Source: an optimization exercise on an open RTL-to-GDS flow (aim: small area, a short achievable clock period and few clock cycles per item). Production flows keep margins and buffers that such runs may drop.
No run shown here included a check of the RTL's function; only the layout flow was run.

## flow/design.v (module list and top-level ports; edited modules follow where they fit)
// module cmplx_mult_stream: 3054 lines
module cmplx_mult_stream #(
  parameter int W     = 16,
  parameter int FRAC  = 15,
  parameter int FRAME = 16,
  parameter int ROUND = 1
) (
  input  logic                    clk,
  input  logic                    rst_n,
  input  logic                    clear,
  output logic                    ovf,
  input  logic                    in_valid,
  output logic                    in_ready,
  input  logic signed [W-1:0]     a_re,
  input  logic signed [W-1:0]     a_im,
  input  logic signed [W-1:0]     b_re,
  input  logic signed [W-1:0]     b_im,
  input  logic                    conj_b,
  output logic                    out_valid,
  input  logic                    out_ready,
  output logic signed [W-1:0]     p_re,
  output logic signed [W-1:0]     p_im,
  output logic [$clog2(FRAME)-1:0] p_idx,
  output logic                    p_last
);
  // ...
==> flow/run.sh <==
#!/bin/bash
# synth_recipe.tcl (not shown) runs the flow's synth.tcl, then flattens the netlist and writes it again
# the make line also repeats each setting of config.mk as NAME=value (left out here)
make -C /OpenROAD-flow-scripts/flow DESIGN_CONFIG=/design/flow/config.mk WORK_HOME=/design/flow/orfs CLKGATE_MAP_FILE= SYNTH_SCRIPT=/design/flow/synth_recipe.tcl finish
==> flow/config.mk <==
export PLATFORM = sky130hd
export DESIGN_NAME = cmplx_mult_stream
export DESIGN_NICKNAME = cmplx_mult_stream
export VERILOG_FILES = /design/flow/design.v
export SDC_FILE = /design/flow/constraint.sdc
export NUM_CORES = 4
export LEC_CHECK = 0
export CAP_MARGIN = 20
export CORE_MARGIN = 2
export CORE_UTILIZATION = 40
export SETUP_SLACK_MARGIN = 5
export SLEW_MARGIN = 20
==> flow/constraint.sdc <==
create_clock -name core_clock -period 8.5 [get_ports {clk}]
set_input_delay 1.7000 -clock core_clock [delete_from_list [all_inputs] [get_ports {clk}]]
set_output_delay 1.7000 -clock core_clock [all_outputs]
set_load 0.01 [all_outputs]
==> results.ini, run 1 <==
[detailed_routing]
routed_wirelength_um = 132000
routed-via-count = 27457
first_pass_iters = 6
wirelength_met1_um = 47000

[clock_network]
numCtsBuffers = 39
cts_tree = built
h-tree-depth = 2

[setup_path]
startpoint = ar[13]
path_cells = buf_12 > a22oi_2 > xnor2_2 > fa_1 > inv_2 > fa_2 > fa_2 > fa_2 > fa_1 > inv_2 > fa_2
critical_path_depth = 11
critPathSlowestCell = fa_2
cp-start-kind = flip-flop
cp_data_required_time_ns = 8.83
rr_worst_depth = 11

[global_route]
track_usage_pct = 29.4

[floorplan]
num_tap_cells = 1080
core_area_mm2 = 0.0836
start_util_pct = 40.3
num_rows = 106

[cells_and_area]
fin_util_pct = 51.1
drive_gt1_share_pct = 26.5
largest_class = multi-input gates
final-clk-cell-share_pct = 3.04
layout.clock_buffers = 43
register_area_mm2 = 0.00920

[sta]
layout_min_cycle_time_ns = 4.40
relSlewSlack_pct = 37.8
setup_tns_ns = 0
worst_slew_pin_slew_ns = 0.934

[synthesis]
synth_xor_xnor_area_share_pct = 15.4
synthAdderAreaFrac_pct = 30.1
synthTopCellsByCount = a22oi_1 (482), fa_1 (432), xor2_1 (352)
synth_edf_count = 298

[placement]
pre_cts_slack_ns = 3.41
place.gp.congestion = 0.904

[run_status]
status = finished clean

==> run 2, diff against run 1 <==
--- a/flow/design.v
+++ b/flow/design.v
@@ -1089,78 +1089,16 @@
   wire s1429, c1430;
   wire s1431, c1432;
   wire s1433, c1434;
   wire s1435, c1436;
   wire s1437, c1438;
   wire s1439, c1440;
   wire s1441, c1442;
   wire s1443, c1444;
-  wire s1445, c1446;
-  wire s1447, c1448;
-  wire s1449, c1450;
-  wire s1451, c1452;
-  wire s1453, c1454;
-  wire s1455, c1456;
-  wire s1457, c1458;
-  wire s1459, c1460;
-  wire s1461, c1462;
-  wire s1463, c1464;
-  wire s1465, c1466;
-  wire s1467, c1468;
-  wire s1469, c1470;
-  wire s1471, c1472;
-  wire s1473, c1474;
-  wire s1475, c1476;
-  wire s1477, c1478;
-  wire s1479, c1480;
-  wire s1481, c1482;
-  wire s1483, c1484;
-  wire s1485, c1486;
-  wire s1487, c1488;
-  wire s1489, c1490;
-  wire s1491, c1492;
-  wire s1493, c1494;
-  wire s1495, c1496;
-  wire s1497, c1498;
-  wire s1499, c1500;
-  wire s1501, c1502;
-  wire s1503, c1504;
-  wire s1505, c1506;
-  wire s1507, c1508;
-  wire s1509, c1510;
-  wire s1511, c1512;
-  wire s1513, c1514;
-  wire s1515, c1516;
-  wire s1517, c1518;
-  wire s1519, c1520;
-  wire s1521, c1522;
-  wire s1523, c1524;
-  wire s1525, c1526;
-  wire s1527, c1528;
-  wire s1529, c1530;
-  wire s1531, c1532;
-  wire s1533, c1534;
-  wire s1535, c1536;
-  wire s1537, c1538;
-  wire s1539, c1540;
-  wire s1541, c1542;
-  wire s1543, c1544;
-  wire s1545, c1546;
-  wire s1547, c1548;
-  wire s1549, c1550;
-  wire s1551, c1552;
-  wire s1553, c1554;
-  wire s1555, c1556;
-  wire s1557, c1558;
-  wire s1559, c1560;
-  wire s1561, c1562;
-  wire s1563, c1564;
-  wire s1565, c1566;
-  wire s1567, c1568;
   assign p1 = (((br_one[0] & ar[0]) | (br_two[0] & 1'b0)) ^ br_neg[0]);
   assign p2 = (((br_one[0] & ar[1]) | (br_two[0] & ar[0])) ^ br_neg[0]);
   assign p3 = (((br_one[0] & ar[2]) | (br_two[0] & ar[1])) ^ br_neg[0]);
   assign p4 = (((br_one[0] & ar[3]) | (br_two[0] & ar[2])) ^ br_neg[0]);
   assign p5 = (((br_one[0] & ar[4]) | (br_two[0] & ar[3])) ^ br_neg[0]);
   assign p6 = (((br_one[0] & ar[5]) | (br_two[0] & ar[4])) ^ br_neg[0]);
   assign p7 = (((br_one[0] & ar[6]) | (br_two[0] & ar[5])) ^ br_neg[0]);
   assign p8 = (((br_one[0] & ar[7]) | (br_two[0] & ar[6])) ^ br_neg[0]);
@@ -2595,412 +2533,590 @@
   assign s1437 = s1317 ^ s1319 ^ c1314;
   assign c1438 = (s1317 & s1319) | (s1317 & c1314) | (s1319 & c1314);
   assign s1439 = s1321 ^ s1323 ^ c1318;
   assign c1440 = (s1321 & s1323) | (s1321 & c1318) | (s1323 & c1318);
   assign s1441 = p407 ^ p543 ^ c1322;
   assign c1442 = (p407 & p543) | (p407 & c1322) | (p543 & c1322);
   assign s1443 = p408 ^ p544;
   assign c1444 = p408 & p544;
-  assign s1445 = p137 ^ bi_nre[0];
-  assign c1446 = p137 & bi_nre[0];
-  assign s1447 = p2 ^ p138 ^ c1326;
-  assign c1448 = (p2 & p138) | (p2 & c1326) | (p138 & c1326);
-  assign s1449 = bi_nre[1] ^ s1117 ^ s1327;
-  assign c1450 = (bi_nre[1] & s1117) | (bi_nre[1] & s1327) | (s1117 & s1327);
-  assign s1451 = c1118 ^ s1329 ^ c1328;
-  assign c1452 = (c1118 & s1329) | (c1118 & c1328) | (s1329 & c1328);
-  assign s1453 = c1120 ^ s1331 ^ c1330;
-  assign c1454 = (c1120 & s1331) | (c1120 & c1330) | (s1331 & c1330);
-  assign s1455 = c1124 ^ s1333 ^ c1332;
-  assign c1456 = (c1124 & s1333) | (c1124 & c1332) | (s1333 & c1332);
-  assign s1457 = c1128 ^ s1335 ^ c1334;
-  assign c1458 = (c1128 & s1335) | (c1128 & c1334) | (s1335 & c1334);
-  assign s1459 = c1132 ^ s1337 ^ c1336;
-  assign c1460 = (c1132 & s1337) | (c1132 & c1336) | (s1337 & c1336);
-  assign s1461 = c1136 ^ s1339 ^ c1338;
-  assign c1462 = (c1136 & s1339) | (c1136 & c1338) | (s1339 & c1338);
-  assign s1463 = c1140 ^ s1341 ^ c1340;
-  assign c1464 = (c1140 & s1341) | (c1140 & c1340) | (s1341 & c1340);
-  assign s1465 = c1144 ^ s1343 ^ c1342;
-  assign c1466 = (c1144 & s1343) | (c1144 & c1342) | (s1343 & c1342);
-  assign s1467 = c1148 ^ s1345 ^ c1344;
-  assign c1468 = (c1148 & s1345) | (c1148 & c1344) | (s1345 & c1344);
-  assign s1469 = c1152 ^ s1347 ^ c1346;
-  assign c1470 = (c1152 & s1347) | (c1152 & c1346) | (s1347 & c1346);
-  assign s1471 = c1156 ^ s1349 ^ c1348;
-  assign c1472 = (c1156 & s1349) | (c1156 & c1348) | (s1349 & c1348);
-  assign s1473 = c1160 ^ s1351 ^ c1350;
-  assign c1474 = (c1160 & s1351) | (c1160 & c1350) | (s1351 & c1350);
-  assign s1475 = c1164 ^ s1353 ^ c1352;
-  assign c1476 = (c1164 & s1353) | (c1164 & c1352) | (s1353 & c1352);
-  assign s1477 = c1168 ^ s1355 ^ c1354;
-  assign c1478 = (c1168 & s1355) | (c1168 & c1354) | (s1355 & c1354);
-  assign s1479 = c1172 ^ s1357 ^ c1356;
-  assign c1480 = (c1172 & s1357) | (c1172 & c1356) | (s1357 & c1356);
-  assign s1481 = c1176 ^ s1359 ^ c1358;
-  assign c1482 = (c1176 & s1359) | (c1176 & c1358) | (s1359 & c1358);
-  assign s1483 = c1180 ^ s1361 ^ c1360;
-  assign c1484 = (c1180 & s1361) | (c1180 & c1360) | (s1361 & c1360);
-  assign s1485 = c1184 ^ s1363 ^ c1362;
-  assign c1486 = (c1184 & s1363) | (c1184 & c1362) | (s1363 & c1362);
-  assign s1487 = c1188 ^ s1365 ^ c1364;
-  assign c1488 = (c1188 & s1365) | (c1188 & c1364) | (s1365 & c1364);
-  assign s1489 = c1192 ^ s1367 ^ c1366;
-  assign c1490 = (c1192 & s1367) | (c1192 & c1366) | (s1367 & c1366);
-  assign s1491 = c1196 ^ s1369 ^ c1368;
-  assign c1492 = (c1196 & s1369) | (c1196 & c1368) | (s1369 & c1368);
-  assign s1493 = c1200 ^ s1371 ^ c1370;
-  assign c1494 = (c1200 & s1371) | (c1200 & c1370) | (s1371 & c1370);
-  assign s1495 = c1204 ^ s1373 ^ c1372;
-  assign c1496 = (c1204 & s1373) | (c1204 & c1372) | (s1373 & c1372);
-  assign s1497 = c1208 ^ s1375 ^ c1374;
-  assign c1498 = (c1208 & s1375) | (c1208 & c1374) | (s1375 & c1374);
-  assign s1499 = c1212 ^ s1377 ^ c1376;
-  assign c1500 = (c1212 & s1377) | (c1212 & c1376) | (s1377 & c1376);
-  assign s1501 = c1216 ^ s1379 ^ c1378;
-  assign c1502 = (c1216 & s1379) | (c1216 & c1378) | (s1379 & c1378);
-  assign s1503 = c1220 ^ s1381 ^ c1380;
-  assign c1504 = (c1220 & s1381) | (c1220 & c1380) | (s1381 & c1380);
-  assign s1505 = 1'b1 ^ s1383 ^ c1382;
-  assign c1506 = (1'b1 & s1383) | (1'b1 & c1382) | (s1383 & c1382);
-  assign s1507 = p409 ^ bi_nim[0];
-  assign c1508 = p409 & bi_nim[0];
-  assign s1509 = p274 ^ p410 ^ c1386;
-  assign c1510 = (p274 & p410) | (p274 & c1386) | (p410 & c1386);
-  assign s1511 = bi_nim[1] ^ s1221 ^ s1387;
-  assign c1512 = (bi_nim[1] & s1221) | (bi_nim[1] & s1387) | (s1221 & s1387);
-  assign s1513 = c1222 ^ s1389 ^ c1388;
-  assign c1514 = (c1222 & s1389) | (c1222 & c1388) | (s1389 & c1388);
-  assign s1515 = c1224 ^ s1391 ^ c1390;
-  assign c1516 = (c1224 & s1391) | (c1224 & c1390) | (s1391 & c1390);
-  assign s1517 = c1228 ^ s1393 ^ c1392;
-  assign c1518 = (c1228 & s1393) | (c1228 & c1392) | (s1393 & c1392);
-  assign s1519 = c1232 ^ s1395 ^ c1394;
-  assign c1520 = (c1232 & s1395) | (c1232 & c1394) | (s1395 & c1394);
-  assign s1521 = c1236 ^ s1397 ^ c1396;
-  assign c1522 = (c1236 & s1397) | (c1236 & c1396) | (s1397 & c1396);
-  assign s1523 = c1240 ^ s1399 ^ c1398;
-  assign c1524 = (c1240 & s1399) | (c1240 & c1398) | (s1399 & c1398);
-  assign s1525 = c1244 ^ s1401 ^ c1400;
-  assign c1526 = (c1244 & s1401) | (c1244 & c1400) | (s1401 & c1400);
-  assign s1527 = c1248 ^ s1403 ^ c1402;
-  assign c1528 = (c1248 & s1403) | (c1248 & c1402) | (s1403 & c1402);
-  assign s1529 = c1252 ^ s1405 ^ c1404;
-  assign c1530 = (c1252 & s1405) | (c1252 & c1404) | (s1405 & c1404);
-  assign s1531 = c1256 ^ s1407 ^ c1406;
-  assign c1532 = (c1256 & s1407) | (c1256 & c1406) | (s1407 & c1406);
-  assign s1533 = c1260 ^ s1409 ^ c1408;
-  assign c1534 = (c1260 & s1409) | (c1260 & c1408) | (s1409 & c1408);
-  assign s1535 = c1264 ^ s1411 ^ c1410;
-  assign c1536 = (c1264 & s1411) | (c1264 & c1410) | (s1411 & c1410);
-  assign s1537 = c1268 ^ s1413 ^ c1412;
-  assign c1538 = (c1268 & s1413) | (c1268 & c1412) | (s1413 & c1412);
-  assign s1539 = c1272 ^ s1415 ^ c1414;
-  assign c1540 = (c1272 & s1415) | (c1272 & c1414) | (s1415 & c1414);
-  assign s1541 = c1276 ^ s1417 ^ c1416;
-  assign c1542 = (c1276 & s1417) | (c1276 & c1416) | (s1417 & c1416);
-  assign s1543 = c1280 ^ s1419 ^ c1418;
-  assign c1544 = (c1280 & s1419) | (c1280 & c1418) | (s1419 & c1418);
-  assign s1545 = c1284 ^ s1421 ^ c1420;
-  assign c1546 = (c1284 & s1421) | (c1284 & c1420) | (s1421 & c1420);
-  assign s1547 = c1288 ^ s1423 ^ c1422;
-  assign c1548 = (c1288 & s1423) | (c1288 & c1422) | (s1423 & c1422);
-  assign s1549 = c1292 ^ s1425 ^ c1424;
-  assign c1550 = (c1292 & s1425) | (c1292 & c1424) | (s1425 & c1424);
-  assign s1551 = c1296 ^ s1427 ^ c1426;
-  assign c1552 = (c1296 & s1427) | (c1296 & c1426) | (s1427 & c1426);
-  assign s1553 = c1300 ^ s1429 ^ c1428;
-  assign c1554 = (c1300 & s1429) | (c1300 & c1428) | (s1429 & c1428);
-  assign s1555 = c1304 ^ s1431 ^ c1430;
-  assign c1556 = (c1304 & s1431) | (c1304 & c1430) | (s1431 & c1430);
-  assign s1557 = c1308 ^ s1433 ^ c1432;
-  assign c1558 = (c1308 & s1433) | (c1308 & c1432) | (s1433 & c1432);
-  assign s1559 = c1312 ^ s1435 ^ c1434;
-  assign c1560 = (c1312 & s1435) | (c1312 & c1434) | (s1435 & c1434);
-  assign s1561 = c1316 ^ s1437 ^ c1436;
-  assign c1562 = (c1316 & s1437) | (c1316 & c1436) | (s1437 & c1436);
-  assign s1563 = c1320 ^ s1439 ^ c1438;
-  assign c1564 = (c1320 & s1439) | (c1320 & c1438) | (s1439 & c1438);
-  assign s1565 = c1324 ^ s1441 ^ c1440;
-  assign c1566 = (c1324 & s1441) | (c1324 & c1440) | (s1441 & c1440);
-  assign s1567 = 1'b1 ^ s1443 ^ c1442;
-  assign c1568 = (1'b1 & s1443) | (1'b1 & c1442) | (s1443 & c1442);
-  logic r6_1569;
-  logic r6_1570;
-  logic r6_1571;
-  logic r6_1572;
-  logic r6_1573;
-  logic r6_1574;
-  logic r6_1575;
-  logic r6_1576;
-  logic r6_1577;
-  logic r6_1578;
-  logic r6_1579;
-  logic r6_1580;
-  logic r6_1581;
-  logic r6_1582;
-  logic r6_1583;
-  logic r6_1584;
-  logic r6_1585;
-  logic r6_1586;
-  logic r6_1587;
-  logic r6_1588;
-  logic r6_1589;
-  logic r6_1590;
-  logic r6_1591;
-  logic r6_1592;
-  logic r6_1593;
-  logic r6_1594;
-  logic r6_1595;
-  logic r6_1596;
-  logic r6_1597;
-  logic r6_1598;
-  logic r6_1599;
-  logic r6_1600;
-  logic r6_1601;
-  logic r6_1602;
-  logic r6_1603;
-  logic r6_1604;
-  logic r6_1605;
-  logic r6_1606;
-  logic r6_1607;
-  logic r6_1608;
-  logic r6_1609;
-  logic r6_1610;
-  logic r6_1611;
-  logic r6_1612;
-  logic r6_1613;
-  logic r6_1614;
-  logic r6_1615;
-  logic r6_1616;
-  logic r6_1617;
-  logic r6_1618;
-  logic r6_1619;
-  logic r6_1620;
-  logic r6_1621;
-  logic r6_1622;
-  logic r6_1623;
-  logic r6_1624;
-  logic r6_1625;
-  logic r6_1626;
-  logic r6_1627;
-  logic r6_1628;
-  logic r6_1629;
-  logic r6_1630;
-  logic r6_1631;
-  logic r6_1632;
-  logic r6_1633;
-  logic r6_1634;
-  logic r6_1635;
-  logic r6_1636;
-  logic r6_1637;
-  logic r6_1638;
-  logic r6_1639;
-  logic r6_1640;
-  logic r6_1641;
-  logic r6_1642;
-  logic r6_1643;
-  logic r6_1644;
-  logic r6_1645;
-  logic r6_1646;
-  logic r6_1647;
-  logic r6_1648;
-  logic r6_1649;
-  logic r6_1650;
-  logic r6_1651;
-  logic r6_1652;
-  logic r6_1653;
-  logic r6_1654;
-  logic r6_1655;
-  logic r6_1656;
-  logic r6_1657;
-  logic r6_1658;
-  logic r6_1659;
-  logic r6_1660;
-  logic r6_1661;
-  logic r6_1662;
-  logic r6_1663;
-  logic r6_1664;
-  logic r6_1665;
-  logic r6_1666;
-  logic r6_1667;
-  logic r6_1668;
-  logic r6_1669;
-  logic r6_1670;
-  logic r6_1671;
-  logic r6_1672;
-  logic r6_1673;
-  logic r6_1674;
-  logic r6_1675;
-  logic r6_1676;
-  logic r6_1677;
-  logic r6_1678;
-  logic r6_1679;
-  logic r6_1680;
-  logic r6_1681;
-  logic r6_1682;
-  logic r6_1683;
-  logic r6_1684;
-  logic r6_1685;
-  logic r6_1686;
-  logic r6_1687;
-  logic r6_1688;
-  logic r6_1689;
-  logic r6_1690;
-  logic r6_1691;
-  logic r6_1692;
-  logic r6_1693;
-  logic r6_1694;
-  logic r6_1695;
-  logic r6_1696;
+  logic r5_1445;
+  logic r5_1446;
+  logic r5_1447;
+  logic r5_1448;
+  logic r5_1449;
+  logic r5_1450;
+  logic r5_1451;
+  logic r5_1452;
+  logic r5_1453;
+  logic r5_1454;
+  logic r5_1455;
+  logic r5_1456;
+  logic r5_1457;
+  logic r5_1458;
+  logic r5_1459;
+  logic r5_1460;
+  logic r5_1461;
+  logic r5_1462;
+  logic r5_1463;
+  logic r5_1464;
+  logic r5_1465;
+  logic r5_1466;
+  logic r5_1467;
+  logic r5_1468;
+  logic r5_1469;
+  logic r5_1470;
+  logic r5_1471;
+  logic r5_1472;
+  logic r5_1473;
+  logic r5_1474;
+  logic r5_1475;
+  logic r5_1476;
+  logic r5_1477;
+  logic r5_1478;
+  logic r5_1479;
+  logic r5_1480;
+  logic r5_1481;
+  logic r5_1482;
+  logic r5_1483;
+  logic r5_1484;
+  logic r5_1485;
+  logic r5_1486;
+  logic r5_1487;
+  logic r5_1488;
+  logic r5_1489;
+  logic r5_1490;
+  logic r5_1491;
+  logic r5_1492;
+  logic r5_1493;
+  logic r5_1494;
+  logic r5_1495;
+  logic r5_1496;
+  logic r5_1497;
+  logic r5_1498;
+  logic r5_1499;
+  logic r5_1500;
+  logic r5_1501;
+  logic r5_1502;
+  logic r5_1503;
+  logic r5_1504;
+  logic r5_1505;
+  logic r5_1506;
+  logic r5_1507;
+  logic r5_1508;
+  logic r5_1509;
+  logic r5_1510;
+  logic r5_1511;
+  logic r5_1512;
+  logic r5_1513;
+  logic r5_1514;
+  logic r5_1515;
+  logic r5_1516;
+  logic r5_1517;
+  logic r5_1518;
+  logic r5_1519;
+  logic r5_1520;
+  logic r5_1521;
+  logic r5_1522;
+  logic r5_1523;
+  logic r5_1524;
+  logic r5_1525;
+  logic r5_1526;
+  logic r5_1527;
+  logic r5_1528;
+  logic r5_1529;
+  logic r5_1530;
+  logic r5_1531;
+  logic r5_1532;
+  logic r5_1533;
+  logic r5_1534;
+  logic r5_1535;
+  logic r5_1536;
+  logic r5_1537;
+  logic r5_1538;
+  logic r5_1539;
+  logic r5_1540;
+  logic r5_1541;
+  logic r5_1542;
+  logic r5_1543;
+  logic r5_1544;
+  logic r5_1545;
+  logic r5_1546;
+  logic r5_1547;
+  logic r5_1548;
+  logic r5_1549;
+  logic r5_1550;
+  logic r5_1551;
+  logic r5_1552;
+  logic r5_1553;
+  logic r5_1554;
+  logic r5_1555;
+  logic r5_1556;
+  logic r5_1557;
+  logic r5_1558;
+  logic r5_1559;
+  logic r5_1560;
+  logic r5_1561;
+  logic r5_1562;
+  logic r5_1563;
+  logic r5_1564;
+  logic r5_1565;
+  logic r5_1566;
+  logic r5_1567;
+  logic r5_1568;
+  logic r5_1569;
+  logic r5_1570;
+  logic r5_1571;
+  logic r5_1572;
+  logic r5_1573;
+  logic r5_1574;
+  logic r5_1575;
+  logic r5_1576;
+  logic r5_1577;
+  logic r5_1578;
+  logic r5_1579;
+  logic r5_1580;
+  logic r5_1581;
+  logic r5_1582;
+  logic r5_1583;
+  logic r5_1584;
+  logic r5_1585;
+  logic r5_1586;
+  logic r5_1587;
+  logic r5_1588;
+  logic r5_1589;
+  logic r5_1590;
+  logic r5_1591;
+  logic r5_1592;
+  logic r5_1593;
+  logic r5_1594;
+  logic r5_1595;
+  logic r5_1596;
+  logic r5_1597;
+  logic r5_1598;
+  logic r5_1599;
+  logic r5_1600;
+  logic r5_1601;
+  logic r5_1602;
+  logic r5_1603;
+  logic r5_1604;
+  logic r5_1605;
+  logic r5_1606;
+  logic r5_1607;
+  logic r5_1608;
+  logic r5_1609;
+  logic r5_1610;
+  logic r5_1611;
+  logic r5_1612;
+  logic r5_1613;
+  logic r5_1614;
+  logic r5_1615;
+  logic r5_1616;
+  logic r5_1617;
+  logic r5_1618;
+  logic r5_1619;
+  logic r5_1620;
+  logic r5_1621;
+  logic r5_1622;
+  logic r5_1623;
+  logic r5_1624;
+  logic r5_1625;
+  logic r5_1626;
+  logic r5_1627;
+  logic r5_1628;
+  logic r5_1629;
+  logic r5_1630;
   always_ff @(posedge clk) begin
     if (adv) begin
-      r6_1569 <= s1325;
-      r6_1570 <= s1445;
-      r6_1571 <= s1447;
-      r6_1572 <= c1446;
-      r6_1573 <= s1449;
-      r6_1574 <= c1448;
-      r6_1575 <= s1451;
-      r6_1576 <= c1450;
-      r6_1577 <= s1453;
-      r6_1578 <= c1452;
-      r6_1579 <= s1455;
-      r6_1580 <= c1454;
-      r6_1581 <= s1457;
-      r6_1582 <= c1456;
-      r6_1583 <= s1459;
-      r6_1584 <= c1458;
-      r6_1585 <= s1461;
-      r6_1586 <= c1460;
-      r6_1587 <= s1463;
-      r6_1588 <= c1462;
-      r6_1589 <= s1465;
-      r6_1590 <= c1464;
-      r6_1591 <= s1467;
-      r6_1592 <= c1466;
-      r6_1593 <= s1469;
-      r6_1594 <= c1468;
-      r6_1595 <= s1471;
-      r6_1596 <= c1470;
-      r6_1597 <= s1473;
-      r6_1598 <= c1472;
-      r6_1599 <= s1475;
-      r6_1600 <= c1474;
-      r6_1601 <= s1477;
-      r6_1602 <= c1476;
-      r6_1603 <= s1479;
-      r6_1604 <= c1478;
-      r6_1605 <= s1481;
-      r6_1606 <= c1480;
-      r6_1607 <= s1483;
-      r6_1608 <= c1482;
-      r6_1609 <= s1485;
-      r6_1610 <= c1484;
-      r6_1611 <= s1487;
-      r6_1612 <= c1486;
-      r6_1613 <= s1489;
-      r6_1614 <= c1488;
-      r6_1615 <= s1491;
-      r6_1616 <= c1490;
-      r6_1617 <= s1493;
-      r6_1618 <= c1492;
-      r6_1619 <= s1495;
-      r6_1620 <= c1494;
-      r6_1621 <= s1497;
-      r6_1622 <= c1496;
-      r6_1623 <= s1499;
-      r6_1624 <= c1498;
-      r6_1625 <= s1501;
-      r6_1626 <= c1500;
-      r6_1627 <= s1503;
-      r6_1628 <= c1502;
-      r6_1629 <= s1505;
-      r6_1630 <= c1504;
-      r6_1631 <= c1384;
-      r6_1632 <= c1506;
-      r6_1633 <= s1385;
-      r6_1634 <= s1507;
-      r6_1635 <= s1509;
-      r6_1636 <= c1508;
-      r6_1637 <= s1511;
-      r6_1638 <= c1510;
-      r6_1639 <= s1513;
-      r6_1640 <= c1512;
-      r6_1641 <= s1515;
-      r6_1642 <= c1514;
-      r6_1643 <= s1517;
-      r6_1644 <= c1516;
-      r6_1645 <= s1519;
-      r6_1646 <= c1518;
-      r6_1647 <= s1521;
-      r6_1648 <= c1520;
-      r6_1649 <= s1523;
-      r6_1650 <= c1522;
-      r6_1651 <= s1525;
-      r6_1652 <= c1524;
-      r6_1653 <= s1527;
-      r6_1654 <= c1526;
-      r6_1655 <= s1529;
-      r6_1656 <= c1528;
-      r6_1657 <= s1531;
-      r6_1658 <= c1530;
-      r6_1659 <= s1533;
-      r6_1660 <= c1532;
-      r6_1661 <= s1535;
-      r6_1662 <= c1534;
-      r6_1663 <= s1537;
-      r6_1664 <= c1536;
-      r6_1665 <= s1539;
-      r6_1666 <= c1538;
-      r6_1667 <= s1541;
-      r6_1668 <= c1540;
-      r6_1669 <= s1543;
-      r6_1670 <= c1542;
-      r6_1671 <= s1545;
-      r6_1672 <= c1544;
-      r6_1673 <= s1547;
-      r6_1674 <= c1546;
-      r6_1675 <= s1549;
-      r6_1676 <= c1548;
-      r6_1677 <= s1551;
-      r6_1678 <= c1550;
-      r6_1679 <= s1553;
-      r6_1680 <= c1552;
-      r6_1681 <= s1555;
-      r6_1682 <= c1554;
-      r6_1683 <= s1557;
-      r6_1684 <= c1556;
-      r6_1685 <= s1559;
-      r6_1686 <= c1558;
-      r6_1687 <= s1561;
-      r6_1688 <= c1560;
-      r6_1689 <= s1563;
-      r6_1690 <= c1562;
-      r6_1691 <= s1565;
-      r6_1692 <= c1564;
-      r6_1693 <= s1567;
-      r6_1694 <= c1566;
-      r6_1695 <= c1444;
-      r6_1696 <= c1568;
+      r5_1445 <= p137;
+      r5_1446 <= bi_nre[0];
+      r5_1447 <= s1325;
+      r5_1448 <= p2;
+      r5_1449 <= p138;
+      r5_1450 <= c1326;
+      r5_1451 <= bi_nre[1];
+      r5_1452 <= s1117;
+      r5_1453 <= s1327;
+      r5_1454 <= c1118;
+      r5_1455 <= s1329;
+      r5_1456 <= c1328;
+      r5_1457 <= c1120;
+      r5_1458 <= s1331;
+      r5_1459 <= c1330;
+      r5_1460 <= c1124;
+      r5_1461 <= s1333;
+      r5_1462 <= c1332;
+      r5_1463 <= c1128;
+      r5_1464 <= s1335;
+      r5_1465 <= c1334;
+      r5_1466 <= c1132;
+      r5_1467 <= s1337;
+      r5_1468 <= c1336;
+      r5_1469 <= c1136;
+      r5_1470 <= s1339;
+      r5_1471 <= c1338;
+      r5_1472 <= c1140;
+      r5_1473 <= s1341;
+      r5_1474 <= c1340;
+      r5_1475 <= c1144;
+      r5_1476 <= s1343;
+      r5_1477 <= c1342;
+      r5_1478 <= c1148;
+      r5_1479 <= s1345;
+      r5_1480 <= c1344;
+      r5_1481 <= c1152;
+      r5_1482 <= s1347;
+      r5_1483 <= c1346;
+      r5_1484 <= c1156;
+      r5_1485 <= s1349;
+      r5_1486 <= c1348;
+      r5_1487 <= c1160;
+      r5_1488 <= s1351;
+      r5_1489 <= c1350;
+      r5_1490 <= c1164;
+      r5_1491 <= s1353;
+      r5_1492 <= c1352;
+      r5_1493 <= c1168;
+      r5_1494 <= s1355;
+      r5_1495 <= c1354;
+      r5_1496 <= c1172;
+      r5_1497 <= s1357;
+      r5_1498 <= c1356;
+      r5_1499 <= c1176;
+      r5_1500 <= s1359;
+      r5_1501 <= c1358;
+      r5_1502 <= c1180;
+      r5_1503 <= s1361;
+      r5_1504 <= c1360;
+      r5_1505 <= c1184;
+      r5_1506 <= s1363;
+      r5_1507 <= c1362;
+      r5_1508 <= c1188;
+      r5_1509 <= s1365;
+      r5_1510 <= c1364;
+      r5_1511 <= c1192;
+      r5_1512 <= s1367;
+      r5_1513 <= c1366;
+      r5_1514 <= c1196;
+      r5_1515 <= s1369;
+      r5_1516 <= c1368;
+      r5_1517 <= c1200;
+      r5_1518 <= s1371;
+      r5_1519 <= c1370;
+      r5_1520 <= c1204;
+      r5_1521 <= s1373;
+      r5_1522 <= c1372;
+      r5_1523 <= c1208;
+      r5_1524 <= s1375;
+      r5_1525 <= c1374;
+      r5_1526 <= c1212;
+      r5_1527 <= s1377;
+      r5_1528 <= c1376;
+      r5_1529 <= c1216;
+      r5_1530 <= s1379;
+      r5_1531 <= c1378;
+      r5_1532 <= c1220;
+      r5_1533 <= s1381;
+      r5_1534 <= c1380;
+      r5_1535 <= s1383;
+      r5_1536 <= c1382;
+      r5_1537 <= c1384;
+      r5_1538 <= p409;
+      r5_1539 <= bi_nim[0];
+      r5_1540 <= s1385;
+      r5_1541 <= p274;
+      r5_1542 <= p410;
+      r5_1543 <= c1386;
+      r5_1544 <= bi_nim[1];
+      r5_1545 <= s1221;
+      r5_1546 <= s1387;
+      r5_1547 <= c1222;
+      r5_1548 <= s1389;
+      r5_1549 <= c1388;
+      r5_1550 <= c1224;
+      r5_1551 <= s1391;
+      r5_1552 <= c1390;
+      r5_1553 <= c1228;
+      r5_1554 <= s1393;
+      r5_1555 <= c1392;
+      r5_1556 <= c1232;
+      r5_1557 <= s1395;
+      r5_1558 <= c1394;
+      r5_1559 <= c1236;
+      r5_1560 <= s1397;
+      r5_1561 <= c1396;
+      r5_1562 <= c1240;
+      r5_1563 <= s1399;
+      r5_1564 <= c1398;
+      r5_1565 <= c1244;
+      r5_1566 <= s1401;
+      r5_1567 <= c1400;
+      r5_1568 <= c1248;
+      r5_1569 <= s1403;
+      r5_1570 <= c1402;
+      r5_1571 <= c1252;
+      r5_1572 <= s1405;
+      r5_1573 <= c1404;
+      r5_1574 <= c1256;
+      r5_1575 <= s1407;
+      r5_1576 <= c1406;
+      r5_1577 <= c1260;
+      r5_1578 <= s1409;
+      r5_1579 <= c1408;
+      r5_1580 <= c1264;
+      r5_1581 <= s1411;
+      r5_1582 <= c1410;
+      r5_1583 <= c1268;
+      r5_1584 <= s1413;
+      r5_1585 <= c1412;
+      r5_1586 <= c1272;
+      r5_1587 <= s1415;
+      r5_1588 <= c1414;
+      r5_1589 <= c1276;
+      r5_1590 <= s1417;
+      r5_1591 <= c1416;
+      r5_1592 <= c1280;
+      r5_1593 <= s1419;
+      r5_1594 <= c1418;
+      r5_1595 <= c1284;
+      r5_1596 <= s1421;
+      r5_1597 <= c1420;
+      r5_1598 <= c1288;
+      r5_1599 <= s1423;
+      r5_1600 <= c1422;
+      r5_1601 <= c1292;
+      r5_1602 <= s1425;
+      r5_1603 <= c1424;
+      r5_1604 <= c1296;
+      r5_1605 <= s1427;
+      r5_1606 <= c1426;
+      r5_1607 <= c1300;
+      r5_1608 <= s1429;
+      r5_1609 <= c1428;
+      r5_1610 <= c1304;
+      r5_1611 <= s1431;
+      r5_1612 <= c1430;
+      r5_1613 <= c1308;
+      r5_1614 <= s1433;
+      r5_1615 <= c1432;
+      r5_1616 <= c1312;
+      r5_1617 <= s1435;
+      r5_1618 <= c1434;
+      r5_1619 <= c1316;
+      r5_1620 <= s1437;
+      r5_1621 <= c1436;
+      r5_1622 <= c1320;
+      r5_1623 <= s1439;
+      r5_1624 <= c1438;
+      r5_1625 <= c1324;
+      r5_1626 <= s1441;
+      r5_1627 <= c1440;
+      r5_1628 <= s1443;
+      r5_1629 <= c1442;
+      r5_1630 <= c1444;
       idx_r[1] <= idx_r[0];
     end
   end
+  wire s1631, c1632;
+  wire s1633, c1634;
+  wire s1635, c1636;
+  wire s1637, c1638;
+  wire s1639, c1640;
+  wire s1641, c1642;
+  wire s1643, c1644;
+  wire s1645, c1646;
+  wire s1647, c1648;
+  wire s1649, c1650;
+  wire s1651, c1652;
+  wire s1653, c1654;
+  wire s1655, c1656;
+  wire s1657, c1658;
+  wire s1659, c1660;
+  wire s1661, c1662;
+  wire s1663, c1664;
+  wire s1665, c1666;
+  wire s1667, c1668;
+  wire s1669, c1670;
+  wire s1671, c1672;
+  wire s1673, c1674;
+  wire s1675, c1676;
+  wire s1677, c1678;
+  wire s1679, c1680;
+  wire s1681, c1682;
+  wire s1683, c1684;
+  wire s1685, c1686;
+  wire s1687, c1688;
+  wire s1689, c1690;
+  wire s1691, c1692;
+  wire s1693, c1694;
+  wire s1695, c1696;
+  wire s1697, c1698;
+  wire s1699, c1700;
+  wire s1701, c1702;
+  wire s1703, c1704;
+  wire s1705, c1706;
+  wire s1707, c1708;
+  wire s1709, c1710;
+  wire s1711, c1712;
+  wire s1713, c1714;
+  wire s1715, c1716;
+  wire s1717, c1718;
+  wire s1719, c1720;
+  wire s1721, c1722;
+  wire s1723, c1724;
+  wire s1725, c1726;
+  wire s1727, c1728;
+  wire s1729, c1730;
+  wire s1731, c1732;
+  wire s1733, c1734;
+  wire s1735, c1736;
+  wire s1737, c1738;
+  wire s1739, c1740;
+  wire s1741, c1742;
+  wire s1743, c1744;
+  wire s1745, c1746;
+  wire s1747, c1748;
+  wire s1749, c1750;
+  wire s1751, c1752;
+  wire s1753, c1754;
+  assign s1631 = r5_1445 ^ r5_1446;
+  assign c1632 = r5_1445 & r5_1446;
+  assign s1633 = r5_1448 ^ r5_1449 ^ r5_1450;
+  assign c1634 = (r5_1448 & r5_1449) | (r5_1448 & r5_1450) | (r5_1449 & r5_1450);
+  assign s1635 = r5_1451 ^ r5_1452 ^ r5_1453;
+  assign c1636 = (r5_1451 & r5_1452) | (r5_1451 & r5_1453) | (r5_1452 & r5_1453);
+  assign s1637 = r5_1454 ^ r5_1455 ^ r5_1456;
+  assign c1638 = (r5_1454 & r5_1455) | (r5_1454 & r5_1456) | (r5_1455 & r5_1456);
+  assign s1639 = r5_1457 ^ r5_1458 ^ r5_1459;
+  assign c1640 = (r5_1457 & r5_1458) | (r5_1457 & r5_1459) | (r5_1458 & r5_1459);
+  assign s1641 = r5_1460 ^ r5_1461 ^ r5_1462;
+  assign c1642 = (r5_1460 & r5_1461) | (r5_1460 & r5_1462) | (r5_1461 & r5_1462);
+  assign s1643 = r5_1463 ^ r5_1464 ^ r5_1465;
+  assign c1644 = (r5_1463 & r5_1464) | (r5_1463 & r5_1465) | (r5_1464 & r5_1465);
+  assign s1645 = r5_1466 ^ r5_1467 ^ r5_1468;
+  assign c1646 = (r5_1466 & r5_1467) | (r5_1466 & r5_1468) | (r5_1467 & r5_1468);
+  assign s1647 = r5_1469 ^ r5_1470 ^ r5_1471;
+  assign c1648 = (r5_1469 & r5_1470) | (r5_1469 & r5_1471) | (r5_1470 & r5_1471);
+  assign s1649 = r5_1472 ^ r5_1473 ^ r5_1474;
+  assign c1650 = (r5_1472 & r5_1473) | (r5_1472 & r5_1474) | (r5_1473 & r5_1474);
+  assign s1651 = r5_1475 ^ r5_1476 ^ r5_1477;
+  assign c1652 = (r5_1475 & r5_1476) | (r5_1475 & r5_1477) | (r5_1476 & r5_1477);
+  assign s1653 = r5_1478 ^ r5_1479 ^ r5_1480;
+  assign c1654 = (r5_1478 & r5_1479) | (r5_1478 & r5_1480) | (r5_1479 & r5_1480);
+  assign s1655 = r5_1481 ^ r5_1482 ^ r5_1483;
+  assign c1656 = (r5_1481 & r5_1482) | (r5_1481 & r5_1483) | (r5_1482 & r5_1483);
+  assign s1657 = r5_1484 ^ r5_1485 ^ r5_1486;
+  assign c1658 = (r5_1484 & r5_1485) | (r5_1484 & r5_1486) | (r5_1485 & r5_1486);
+  assign s1659 = r5_1487 ^ r5_1488 ^ r5_1489;
+  assign c1660 = (r5_1487 & r5_1488) | (r5_1487 & r5_1489) | (r5_1488 & r5_1489);
+  assign s1661 = r5_1490 ^ r5_1491 ^ r5_1492;
+  assign c1662 = (r5_1490 & r5_1491) | (r5_1490 & r5_1492) | (r5_1491 & r5_1492);
+  assign s1663 = r5_1493 ^ r5_1494 ^ r5_1495;
+  assign c1664 = (r5_1493 & r5_1494) | (r5_1493 & r5_1495) | (r5_1494 & r5_1495);
+  assign s1665 = r5_1496 ^ r5_1497 ^ r5_1498;
+  assign c1666 = (r5_1496 & r5_1497) | (r5_1496 & r5_1498) | (r5_1497 & r5_1498);
+  assign s1667 = r5_1499 ^ r5_1500 ^ r5_1501;
+  assign c1668 = (r5_1499 & r5_1500) | (r5_1499 & r5_1501) | (r5_1500 & r5_1501);
+  assign s1669 = r5_1502 ^ r5_1503 ^ r5_1504;
+  assign c1670 = (r5_1502 & r5_1503) | (r5_1502 & r5_1504) | (r5_1503 & r5_1504);
+  assign s1671 = r5_1505 ^ r5_1506 ^ r5_1507;
+  assign c1672 = (r5_1505 & r5_1506) | (r5_1505 & r5_1507) | (r5_1506 & r5_1507);
+  assign s1673 = r5_1508 ^ r5_1509 ^ r5_1510;
+  assign c1674 = (r5_1508 & r5_1509) | (r5_1508 & r5_1510) | (r5_1509 & r5_1510);
+  assign s1675 = r5_1511 ^ r5_1512 ^ r5_1513;
+  assign c1676 = (r5_1511 & r5_1512) | (r5_1511 & r5_1513) | (r5_1512 & r5_1513);
+  assign s1677 = r5_1514 ^ r5_1515 ^ r5_1516;
+  assign c1678 = (r5_1514 & r5_1515) | (r5_1514 & r5_1516) | (r5_1515 & r5_1516);
+  assign s1679 = r5_1517 ^ r5_1518 ^ r5_1519;
+  assign c1680 = (r5_1517 & r5_1518) | (r5_1517 & r5_1519) | (r5_1518 & r5_1519);
+  assign s1681 = r5_1520 ^ r5_1521 ^ r5_1522;
+  assign c1682 = (r5_1520 & r5_1521) | (r5_1520 & r5_1522) | (r5_1521 & r5_1522);
+  assign s1683 = r5_1523 ^ r5_1524 ^ r5_1525;
+  assign c1684 = (r5_1523 & r5_1524) | (r5_1523 & r5_1525) | (r5_1524 & r5_1525);
+  assign s1685 = r5_1526 ^ r5_1527 ^ r5_1528;
+  assign c1686 = (r5_1526 & r5_1527) | (r5_1526 & r5_1528) | (r5_1527 & r5_1528);
+  assign s1687 = r5_1529 ^ r5_1530 ^ r5_1531;
+  assign c1688 = (r5_1529 & r5_1530) | (r5_1529 & r5_1531) | (r5_1530 & r5_1531);
+  assign s1689 = r5_1532 ^ r5_1533 ^ r5_1534;
+  assign c1690 = (r5_1532 & r5_1533) | (r5_1532 & r5_1534) | (r5_1533 & r5_1534);
+  assign s1691 = 1'b1 ^ r5_1535 ^ r5_1536;
+  assign c1692 = (1'b1 & r5_1535) | (1'b1 & r5_1536) | (r5_1535 & r5_1536);
+  assign s1693 = r5_1538 ^ r5_1539;
+  assign c1694 = r5_1538 & r5_1539;
+  assign s1695 = r5_1541 ^ r5_1542 ^ r5_1543;
+  assign c1696 = (r5_1541 & r5_1542) | (r5_1541 & r5_1543) | (r5_1542 & r5_1543);
+  assign s1697 = r5_1544 ^ r5_1545 ^ r5_1546;
+  assign c1698 = (r5_1544 & r5_1545) | (r5_1544 & r5_1546) | (r5_1545 & r5_1546);
+  assign s1699 = r5_1547 ^ r5_1548 ^ r5_1549;
+  assign c1700 = (r5_1547 & r5_1548) | (r5_1547 & r5_1549) | (r5_1548 & r5_1549);
+  assign s1701 = r5_1550 ^ r5_1551 ^ r5_1552;
+  assign c1702 = (r5_1550 & r5_1551) | (r5_1550 & r5_1552) | (r5_1551 & r5_1552);
+  assign s1703 = r5_1553 ^ r5_1554 ^ r5_1555;
+  assign c1704 = (r5_1553 & r5_1554) | (r5_1553 & r5_1555) | (r5_1554 & r5_1555);
+  assign s1705 = r5_1556 ^ r5_1557 ^ r5_1558;
+  assign c1706 = (r5_1556 & r5_1557) | (r5_1556 & r5_1558) | (r5_1557 & r5_1558);
+  assign s1707 = r5_1559 ^ r5_1560 ^ r5_1561;
+  assign c1708 = (r5_1559 & r5_1560) | (r5_1559 & r5_1561) | (r5_1560 & r5_1561);
+  assign s1709 = r5_1562 ^ r5_1563 ^ r5_1564;
+  assign c1710 = (r5_1562 & r5_1563) | (r5_1562 & r5_1564) | (r5_1563 & r5_1564);
+  assign s1711 = r5_1565 ^ r5_1566 ^ r5_1567;
+  assign c1712 = (r5_1565 & r5_1566) | (r5_1565 & r5_1567) | (r5_1566 & r5_1567);
+  assign s1713 = r5_1568 ^ r5_1569 ^ r5_1570;
+  assign c1714 = (r5_1568 & r5_1569) | (r5_1568 & r5_1570) | (r5_1569 & r5_1570);
+  assign s1715 = r5_1571 ^ r5_1572 ^ r5_1573;
+  assign c1716 = (r5_1571 & r5_1572) | (r5_1571 & r5_1573) | (r5_1572 & r5_1573);
+  assign s1717 = r5_1574 ^ r5_1575 ^ r5_1576;
+  assign c1718 = (r5_1574 & r5_1575) | (r5_1574 & r5_1576) | (r5_1575 & r5_1576);
+  assign s1719 = r5_1577 ^ r5_1578 ^ r5_1579;
+  assign c1720 = (r5_1577 & r5_1578) | (r5_1577 & r5_1579) | (r5_1578 & r5_1579);
+  assign s1721 = r5_1580 ^ r5_1581 ^ r5_1582;
+  assign c1722 = (r5_1580 & r5_1581) | (r5_1580 & r5_1582) | (r5_1581 & r5_1582);
+  assign s1723 = r5_1583 ^ r5_1584 ^ r5_1585;
+  assign c1724 = (r5_1583 & r5_1584) | (r5_1583 & r5_1585) | (r5_1584 & r5_1585);
+  assign s1725 = r5_1586 ^ r5_1587 ^ r5_1588;
+  assign c1726 = (r5_1586 & r5_1587) | (r5_1586 & r5_1588) | (r5_1587 & r5_1588);
+  assign s1727 = r5_1589 ^ r5_1590 ^ r5_1591;
+  assign c1728 = (r5_1589 & r5_1590) | (r5_1589 & r5_1591) | (r5_1590 & r5_1591);
+  assign s1729 = r5_1592 ^ r5_1593 ^ r5_1594;
+  assign c1730 = (r5_1592 & r5_1593) | (r5_1592 & r5_1594) | (r5_1593 & r5_1594);
+  assign s1731 = r5_1595 ^ r5_1596 ^ r5_1597;
+  assign c1732 = (r5_1595 & r5_1596) | (r5_1595 & r5_1597) | (r5_1596 & r5_1597);
+  assign s1733 = r5_1598 ^ r5_1599 ^ r5_1600;
+  assign c1734 = (r5_1598 & r5_1599) | (r5_1598 & r5_1600) | (r5_1599 & r5_1600);
+  assign s1735 = r5_1601 ^ r5_1602 ^ r5_1603;
+  assign c1736 = (r5_1601 & r5_1602) | (r5_1601 & r5_1603) | (r5_1602 & r5_1603);
+  assign s1737 = r5_1604 ^ r5_1605 ^ r5_1606;
+  assign c1738 = (r5_1604 & r5_1605) | (r5_1604 & r5_1606) | (r5_1605 & r5_1606);
+  assign s1739 = r5_1607 ^ r5_1608 ^ r5_1609;
+  assign c1740 = (r5_1607 & r5_1608) | (r5_1607 & r5_1609) | (r5_1608 & r5_1609);
+  assign s1741 = r5_1610 ^ r5_1611 ^ r5_1612;
+  assign c1742 = (r5_1610 & r5_1611) | (r5_1610 & r5_1612) | (r5_1611 & r5_1612);
+  assign s1743 = r5_1613 ^ r5_1614 ^ r5_1615;
+  assign c1744 = (r5_1613 & r5_1614) | (r5_1613 & r5_1615) | (r5_1614 & r5_1615);
+  assign s1745 = r5_1616 ^ r5_1617 ^ r5_1618;
+  assign c1746 = (r5_1616 & r5_1617) | (r5_1616 & r5_1618) | (r5_1617 & r5_1618);
+  assign s1747 = r5_1619 ^ r5_1620 ^ r5_1621;
+  assign c1748 = (r5_1619 & r5_1620) | (r5_1619 & r5_1621) | (r5_1620 & r5_1621);
+  assign s1749 = r5_1622 ^ r5_1623 ^ r5_1624;
+  assign c1750 = (r5_1622 & r5_1623) | (r5_1622 & r5_1624) | (r5_1623 & r5_1624);
+  assign s1751 = r5_1625 ^ r5_1626 ^ r5_1627;
+  assign c1752 = (r5_1625 & r5_1626) | (r5_1625 & r5_1627) | (r5_1626 & r5_1627);
+  assign s1753 = 1'b1 ^ r5_1628 ^ r5_1629;
+  assign c1754 = (1'b1 & r5_1628) | (1'b1 & r5_1629) | (r5_1628 & r5_1629);
   logic [32:0] re_a, re_b, re_sum;
-  assign re_a = {1'b1, r6_1631, r6_1629, r6_1627, r6_1625, r6_1623, r6_1621, r6_1619, r6_1617, r6_1615, r6_1613, r6_1611, r6_1609, r6_1607, r6_1605, r6_1603, r6_1601, r6_1599, r6_1597, r6_1595, r6_1593, r6_1591, r6_1589, r6_1587, r6_1585, r6_1583, r6_1581, r6_1579, r6_1577, r6_1575, r6_1573, r6_1571, r6_1569};
-  assign re_b = {1'b0, r6_1632, r6_1630, r6_1628, r6_1626, r6_1624, r6_1622, r6_1620, r6_1618, r6_1616, r6_1614, r6_1612, r6_1610, r6_1608, r6_1606, r6_1604, r6_1602, r6_1600, r6_1598, r6_1596, r6_1594, r6_1592, r6_1590, r6_1588, r6_1586, r6_1584, r6_1582, r6_1580, r6_1578, r6_1576, r6_1574, r6_1572, r6_1570};
+  assign re_a = {1'b1, r5_1537, s1691, s1689, s1687, s1685, s1683, s1681, s1679, s1677, s1675, s1673, s1671, s1669, s1667, s1665, s1663, s1661, s1659, s1657, s1655, s1653, s1651, s1649, s1647, s1645, s1643, s1641, s1639, s1637, s1635, s1633, r5_1447};
+  assign re_b = {1'b0, c1692, c1690, c1688, c1686, c1684, c1682, c1680, c1678, c1676, c1674, c1672, c1670, c1668, c1666, c1664, c1662, c1660, c1658, c1656, c1654, c1652, c1650, c1648, c1646, c1644, c1642, c1640, c1638, c1636, c1634, c1632, s1631};
   assign re_sum = re_a + re_b;
   logic re_clip;
   logic [15:0] re_sat;
   assign re_clip = (re_sum[32] != re_sum[31]) || (re_sum[31] != re_sum[30]);
   assign re_sat = re_clip ? {re_sum[32], {15{~re_sum[32]}}} : re_sum[30:15];
   logic [32:0] im_a, im_b, im_sum;
-  assign im_a = {1'b1, r6_1695, r6_1693, r6_1691, r6_1689, r6_1687, r6_1685, r6_1683, r6_1681, r6_1679, r6_1677, r6_1675, r6_1673, r6_1671, r6_1669, r6_1667, r6_1665, r6_1663, r6_1661, r6_1659, r6_1657, r6_1655, r6_1653, r6_1651, r6_1649, r6_1647, r6_1645, r6_1643, r6_1641, r6_1639, r6_1637, r6_1635, r6_1633};
-  assign im_b = {1'b0, r6_1696, r6_1694, r6_1692, r6_1690, r6_1688, r6_1686, r6_1684, r6_1682, r6_1680, r6_1678, r6_1676, r6_1674, r6_1672, r6_1670, r6_1668, r6_1666, r6_1664, r6_1662, r6_1660, r6_1658, r6_1656, r6_1654, r6_1652, r6_1650, r6_1648, r6_1646, r6_1644, r6_1642, r6_1640, r6_1638, r6_1636, r6_1634};
+  assign im_a = {1'b1, r5_1630, s1753, s1751, s1749, s1747, s1745, s1743, s1741, s1739, s1737, s1735, s1733, s1731, s1729, s1727, s1725, s1723, s1721, s1719, s1717, s1715, s1713, s1711, s1709, s1707, s1705, s1703, s1701, s1699, s1697, s1695, r5_1540};
+  assign im_b = {1'b0, c1754, c1752, c1750, c1748, c1746, c1744, c1742, c1740, c1738, c1736, c1734, c1732, c1730, c1728, c1726, c1724, c1722, c1720, c1718, c1716, c1714, c1712, c1710, c1708, c1706, c1704, c1702, c1700, c1698, c1696, c1694, s1693};
   assign im_sum = im_a + im_b;
   logic im_clip;
   logic [15:0] im_sat;
   assign im_clip = (im_sum[32] != im_sum[31]) || (im_sum[31] != im_sum[30]);
   assign im_sat = im_clip ? {im_sum[32], {15{~im_sum[32]}}} : im_sum[30:15];
   logic res_clip;
   assign res_clip = re_clip | im_clip;
   logic [15:0] o_re, o_im;
==> flow/config.mk (replaced) <==
export PLATFORM = sky130hd
export DESIGN_NAME = cmplx_mult_stream
export DESIGN_NICKNAME = cmplx_mult_stream
export VERILOG_FILES = /design/flow/design.v
export SDC_FILE = /design/flow/constraint.sdc
export NUM_CORES = 4
export LEC_CHECK = 0
export CAP_MARGIN = 20
export CORE_MARGIN = 2
export CORE_UTILIZATION = 40
export SLEW_MARGIN = 20
==> run 2 against run 1 <==
Clock-buffer cell count rose by 17. Largest cell class unchanged. Clock skew fell by 0.014 ns. Final area down 6.3%.
==> results.ini, run 2 <==
[detailed_routing]
routed_wirelength_um = 107000  ; -19%
drt-initial-drc-count = 2578
wl_per_cell_um = 23.7
ant_nets = 0
first_pass_iters = 6  ; unchanged
routed-via-count = 25500  ; -7.1%
via_per_inst = 5.67
route.detailed.drc = 0

[clock_network]
numCtsBuffers = 45  ; +15%
postCtsSetupBuffers = 0
cts_max_path_buffers = 3
cts_tree = built
h-tree-depth = 2  ; unchanged
cts_resized = 0
hold_buffers = 0
path_clk_slew_ns = 0.06
clkSinkCount = 366
clock_latency_ns = 0.59
cts_root_buf = clkbuf_16

[floorplan]
die_y_um = 305
start_util_pct = 40.3  ; about the same
ios = 110
dieWidth_um = 305
num_rows = 110  ; +3.8%
fp.dieArea_mm2 = 0.0932
core_area_mm2 = 0.0900  ; +7.7%

[hold_path]
hold_path.class = flip-flop to flip-flop

[cells_and_area]
fin_util_pct = 44.4  ; -6.6 points
final_common_cell = a22oi_1
drive_gt1_share_pct = 6.78  ; -20 points
stdcell_area_mm2 = 0.0400
area_growth_pct = 10.2
stdcell_count = 4494
fillers = 8607
layout_common_cells = a22oi_1 (482), inv_1 (480), fa_1 (432)
fin_nets = 3902
insertedDiodeCount = 0

[global_route]
track_usage_pct = 23.0  ; -6.3 points
globalRouteOverflowTotal = 0
antenna_found_initial = 1
grt_pass1_vias = 26768
grt_max_degree = 160
grt_pass1_wl_um = 165000

[synthesis]
syn_area_mm2 = 0.0363
yosys_warnings = 2
synthTopCellsByArea = edfxtp_1 (29%), fa_1 (24%), a22oi_1 (10%)
synth-seq-area-share_pct = 30.1
ys.flop_type = edfxtp_1
synth_edf_count = 356  ; +19%
yosysMostFrequentCell = a22oi_1
syn_inst = 3319
netlist.top_cell.by_area = edfxtp_1
syn_nets = 3940
synth_area_per_cell_um2 = 10.9
synth_cell_type_count = 73
ys_seq_elements = 366
synthTopCellsByCount = a22oi_1 (482), inv_1 (480), fa_1 (432)
synth_top_area_share_pct = 29.4
async_flop_share_pct = 2.73

[placement]
placed_area_mm2 = 0.0385
pre_cts_slack_ns = 3.93  ; +0.518 ns
dp_cells = 4410
port_buffers = 109
dp_hpwl_um = 71100
place.gp.congestion = 0.854  ; -5.6%

[sta]
relSlewSlack_pct = 29.4  ; -8.4 points
worst_slew_pin_slew_ns = 1.06  ; +0.126 ns
fin_hold_ws_ns = 0.423
finalSetupViolations = 0
setup_tns_ns = 0  ; unchanged
timing.fmax_ghz = 0.216
hold_viol = 0
fin_crit_sh_pct = 54.4
setup_ws_ns = 3.88
rsz0062_at_grt = false
slew_violations = 0
layout_min_cycle_time_ns = 4.62  ; +0.221 ns
fin_skew_ns = 0.0172

[flow_run]
cap_violations = 0

[setup_path]
end_kind = flip-flop
crit_type = flip-flop to flip-flop
cp_data_arrival_time_ns = 4.95
cp_data_required_time_ns = 8.82  ; about the same
cp-start-kind = flip-flop
critPathMaxFanout = 18

[run_status]
status = finished clean

## run 2: final cells by class
type	instances	area, um^2	area share, %
Tap cell	1176	1470	3.68
Clock buffer	60	1220	3.06
Timing Repair Buffer	207	1840	4.61
Clock inverter	24	285	0.713
Multi-Input combinational cell	2179	22400	56.1
Inverter	482	1810	4.52
Sequential cell	366	10900	27.4
## run 2: layer usage
layer / vias up / part of all wire [%] / GRT usage (%)
met1: 12831 / 41 / 31.2
li1: 11123 / - / -
met2: 1325 / 46 / 36.6
met5: - / 0.012 / 0
met3: 219 / 8.5 / 4.71
met4: 2 / 3.7 / 8.40
## run 2: worst paths after layout
check	startpoint	to	slack, ns	cells past startpoint
max	ar[11]	r5_1494	3.88	11
min	idx_r[0][1]	idx_r[1][1]	0.42	0
max reg2reg	ar[11]	r5_1494	3.88	11
min reg2reg	idx_r[0][1]	idx_r[1][1]	0.42	0
max in group asynchronous	rst_n	in_ready_r	6.71	1
min in group asynchronous	rst_n	ov	1.45	1
## run 2: logic make-up after synthesis
group,after synthesis,share of synthesized area [%]
compound gates,753,14.8
xor+xnor,592,14.3
fa+ha+maj,551,27.9
buf+inv,774,8.11
flops,366,30.1
mux,39,1.18
simple gates,244,3.51
## run 2: worst max-delay path, stage by stage, from the launching register on
cell and delay [ns]:
edfxtp_1 0.81, buf_4 0.42, a22oi_1 0.13, xor2_1 0.20, fa_1 0.55, inv_1 0.06, fa_1 0.53, inv_1 0.05
fa_1 0.53, inv_1 0.06, fa_1 0.53, fa_1 0.49
==> run 3, diff against run 2 <==
--- a/flow/config.mk
+++ b/flow/config.mk
@@ -10,2 +10,3 @@
 export CORE_UTILIZATION = 40
+export SETUP_SLACK_MARGIN = 5
 export SLEW_MARGIN = 20
==> run 3 against run 2 <==
Clock-buffer cell count down 4. Global-route usage rose by 1.7 points. Final area is 12% higher. Die area unchanged. Cell count up 3.6%. Flip-flop and latch count unchanged. Critical path depth grew 2. Utilization rose by 5.2 points. Synthesized cell count unchanged. Clock skew grew 0.0016 ns. Critical endpoint is now r5_1596. Largest cell class unchanged.
==> results.ini, run 3 <==
[run_status]
status = finished clean

[setup_path]
crit_type = flip-flop to flip-flop
cp_data_required_time_ns = 8.85  ; +0.03 ns
cp_data_arrival_time_ns = 4.34  ; -0.61 ns
rr_worst_depth = 13  ; +2
cp-start-kind = flip-flop
end_kind = flip-flop
critPathMaxFanout = 7  ; -11

[synthesis]
syn_nets = 3940  ; unchanged
synth_xor_xnor_area_share_pct = 14.3  ; unchanged
synth-seq-area-share_pct = 30.1  ; unchanged
synthTopCellsByCount = a22oi_1 (482), inv_1 (480), fa_1 (432)
syn_inst = 3319  ; unchanged
yosys.area_share.simple_pct = 3.51  ; unchanged
yosys_warnings = 2  ; unchanged
netlist.top_cell.by_area = edfxtp_1
synth_top_area_share_pct = 29.4  ; unchanged
synth-compound-area-share_pct = 14.8  ; unchanged
synth_area_per_cell_um2 = 10.9  ; unchanged
synthAdderAreaFrac_pct = 27.9  ; unchanged
yosys-mux-area-fraction_pct = 1.18  ; unchanged
synth_cell_type_count = 73  ; unchanged
async_flop_share_pct = 2.73  ; unchanged
ys.flop_type = edfxtp_1
synth_edf_count = 356  ; unchanged
synth_top_family_by_area = adder cells
syn_area_mm2 = 0.0363  ; unchanged
yosysMostFrequentCell = a22oi_1
synthTopCellsByArea = edfxtp_1 (29%), fa_1 (24%), a22oi_1 (10%)
ys_seq_elements = 366  ; unchanged

[placement]
placed_area_mm2 = 0.0389  ; +1.0%
dp_hpwl_um = 70900  ; -0.31%
place.gp.congestion = 0.889  ; +4.1%
port_buffers = 109  ; unchanged
pre_cts_slack_ns = 3.78  ; -0.145 ns

[clock_network]
numCtsBuffers = 47  ; +4.4%
hold_buffers = 0  ; unchanged
cts_max_path_buffers = 3  ; unchanged
clkSinkCount = 366  ; unchanged
cts_root_buf = clkbuf_16
cts_tree = built
path_clk_slew_ns = 0.06  ; about the same
h-tree-depth = 2  ; unchanged
clock_latency_ns = 0.61  ; +0.02 ns

[sta]
slew_violations = 0  ; unchanged
setup_ws_ns = 4.51  ; +0.636 ns
setup_tns_ns = 0  ; unchanged
rsz0062_at_grt = true
layout_min_cycle_time_ns = 3.99  ; -0.636 ns
timing.fmax_ghz = 0.251  ; +16%
relSlewSlack_pct = 29.8  ; +0.47 points
finalSetupViolations = 0  ; unchanged
hold_viol = 0  ; unchanged
fin_skew_ns = 0.0188  ; +0.00162 ns
fin_crit_sh_pct = 46.9  ; -7.5 points
worst_slew_pin_slew_ns = 1.05  ; -0.00707 ns

[floorplan]
die_y_um = 305  ; unchanged
dieWidth_um = 305  ; unchanged
start_util_pct = 40.3  ; unchanged
ios = 110  ; unchanged
fp.dieArea_mm2 = 0.0932  ; unchanged
core_area_mm2 = 0.0900  ; unchanged
num_rows = 110  ; unchanged

[detailed_routing]
routed-via-count = 27109  ; +6.3%
route.detailed.drc = 0  ; unchanged
routed_wirelength_um = 117000  ; +9.8%
drt-initial-drc-count = 2935  ; +14%
wl_per_cell_um = 25.2  ; +6.0%
ant_nets = 0  ; unchanged
via_per_inst = 5.82  ; +2.6%
first_pass_iters = 8  ; +2

[cells_and_area]
final_common_cell = inv_1
area_growth_pct = 23.1
stdcell_area_mm2 = 0.0447  ; +12%
fin_nets = 4066  ; +4.2%
layout_common_cells = inv_1 (433), a22oi_1 (381), edfxtp_1 (356)
drive_gt1_share_pct = 22.2  ; +15 points

[hold_path]
hold_depth = 0  ; unchanged
hold_path.class = flip-flop to flip-flop

[global_route]
antenna_found_initial = 0  ; -1
grt_pass1_vias = 28058  ; +4.8%
grt_pass1_wl_um = 175000  ; +6.1%
globalRouteOverflowTotal = 0  ; unchanged
grt_max_degree = 146  ; -8.8%
track_usage_pct = 24.8  ; +1.7 points

[flow_run]
cap_violations = 0  ; unchanged

[run 3: cell counts after synthesis]
Identical to the previous run, type by type.
[run 3: metrics by stage]
stage	hold slack, ns	std cells	utilization (%)
3_5_place_dp	0.406	4410	43.2
3_3_place_gp	0.402	4410	43.2
6_report	0.418	4657	49.6
4_1_cts	0.419	4598	47.8
5_1_grt	0.422	4656	49.6
2_1_floorplan	0.400	3319	-
[run 3: path summary, 6_finish.rpt]
kind,start,to,slack (ns)
setup / recovery,ai[10],r5_1596,4.51
hold / removal,idx_r[0][1],idx_r[1][1],0.42
setup reg to reg,ai[10],r5_1596,4.51
hold reg to reg,idx_r[0][1],idx_r[1][1],0.42
max in group asynchronous,rst_n,in_ready_r,6.72
min in group asynchronous,rst_n,idx_cnt[3],1.43
[run 3: kinds of logic (layout without fill, tap and decap cells)]
logic type | count (synthesis) | count (layout)
AOI/OAI and AO/OA | 753 | 753
xor gates and xnor gates | 592 | 592
adders and majority gates | 551 | 551
buffers and inverters | 774 | 935
DFF | 366 | 366
muxes | 39 | 39
other | 0 | 1
and+or+nand+nor | 244 | 244
[run 3: what timing repair did]
| action | CTS | global route |
|---|---|---|
| pin swaps | 137 | 137 |
| setup buffers | 88 | 50 |
| gates cloned | 16 | 8 |
| setup endpoints to repair | 143 | 133 |
| gates resized for setup | 324 | 241 |
[run 3: final cells by class]
type                            count  area (um^2)
Clock buffer                       56         1230
Multi-Input combinational cell   2179        24500
Clock inverter                     28          299
Fill cell                        8044        45300
Timing Repair Buffer              369         4450
Inverter                          482         1820
Tap cell                         1176         1470
Antenna cell                        1         2.50
Sequential cell                   366        10900
[run 3: metal layers]
layer / global-route usage (%) / routed length [um]
met1: 33.8 / 47100
met5: 0 / 0
met3: 5.48 / 11900
met2: 38.5 / 53200
met4: 9.65 / 4940
[run 3: worst max-delay path, stage by stage (launching register included)]
cell	delay, ns
edfxtp_1	0.50
buf_6	0.20
buf_6	0.12
buf_6	0.11
a22oi_2	0.23
xnor2_2	0.16
fa_2	0.23
inv_2	0.04
fa_2	0.56
inv_2	0.05
fa_2	0.53
inv_2	0.04
fa_2	0.54
fa_2	0.43

afterwards: timing with drivers on the ports:
The results above use ideal ports. As a check the final layouts listed here were re-extracted and re-timed, cells and wires unchanged.
Step 1, drivers: a clkbuf_16 drives clk and a buf_2 each remaining input, both assumed.
Step 2 times the ports against the registers' clock, not the clock port: input delays grow and output delays shrink by t, the midpoint of the rising clock arrivals with the driver on.
Slacks: no drivers / after step 1 / after step 2; pairs: no drivers / after step 1.
run | t, ns | slack for setup (ns) | worst setup path at the end | worst register clock-pin slew, ns | pins driven straight from the clock port
run 1 | 0.657 | 4.098 / 4.098 / 4.098 | register to register | 0.07 / 0.07 | 1
run 2 | 0.651 | 3.877 / 3.877 / 3.877 | register to register | 0.07 / 0.07 | 1
run 3 | 0.660 | 4.512 / 4.512 / 4.512 | register to register | 0.06 / 0.06 | 1
After both steps setup and hold are still met in every run listed.
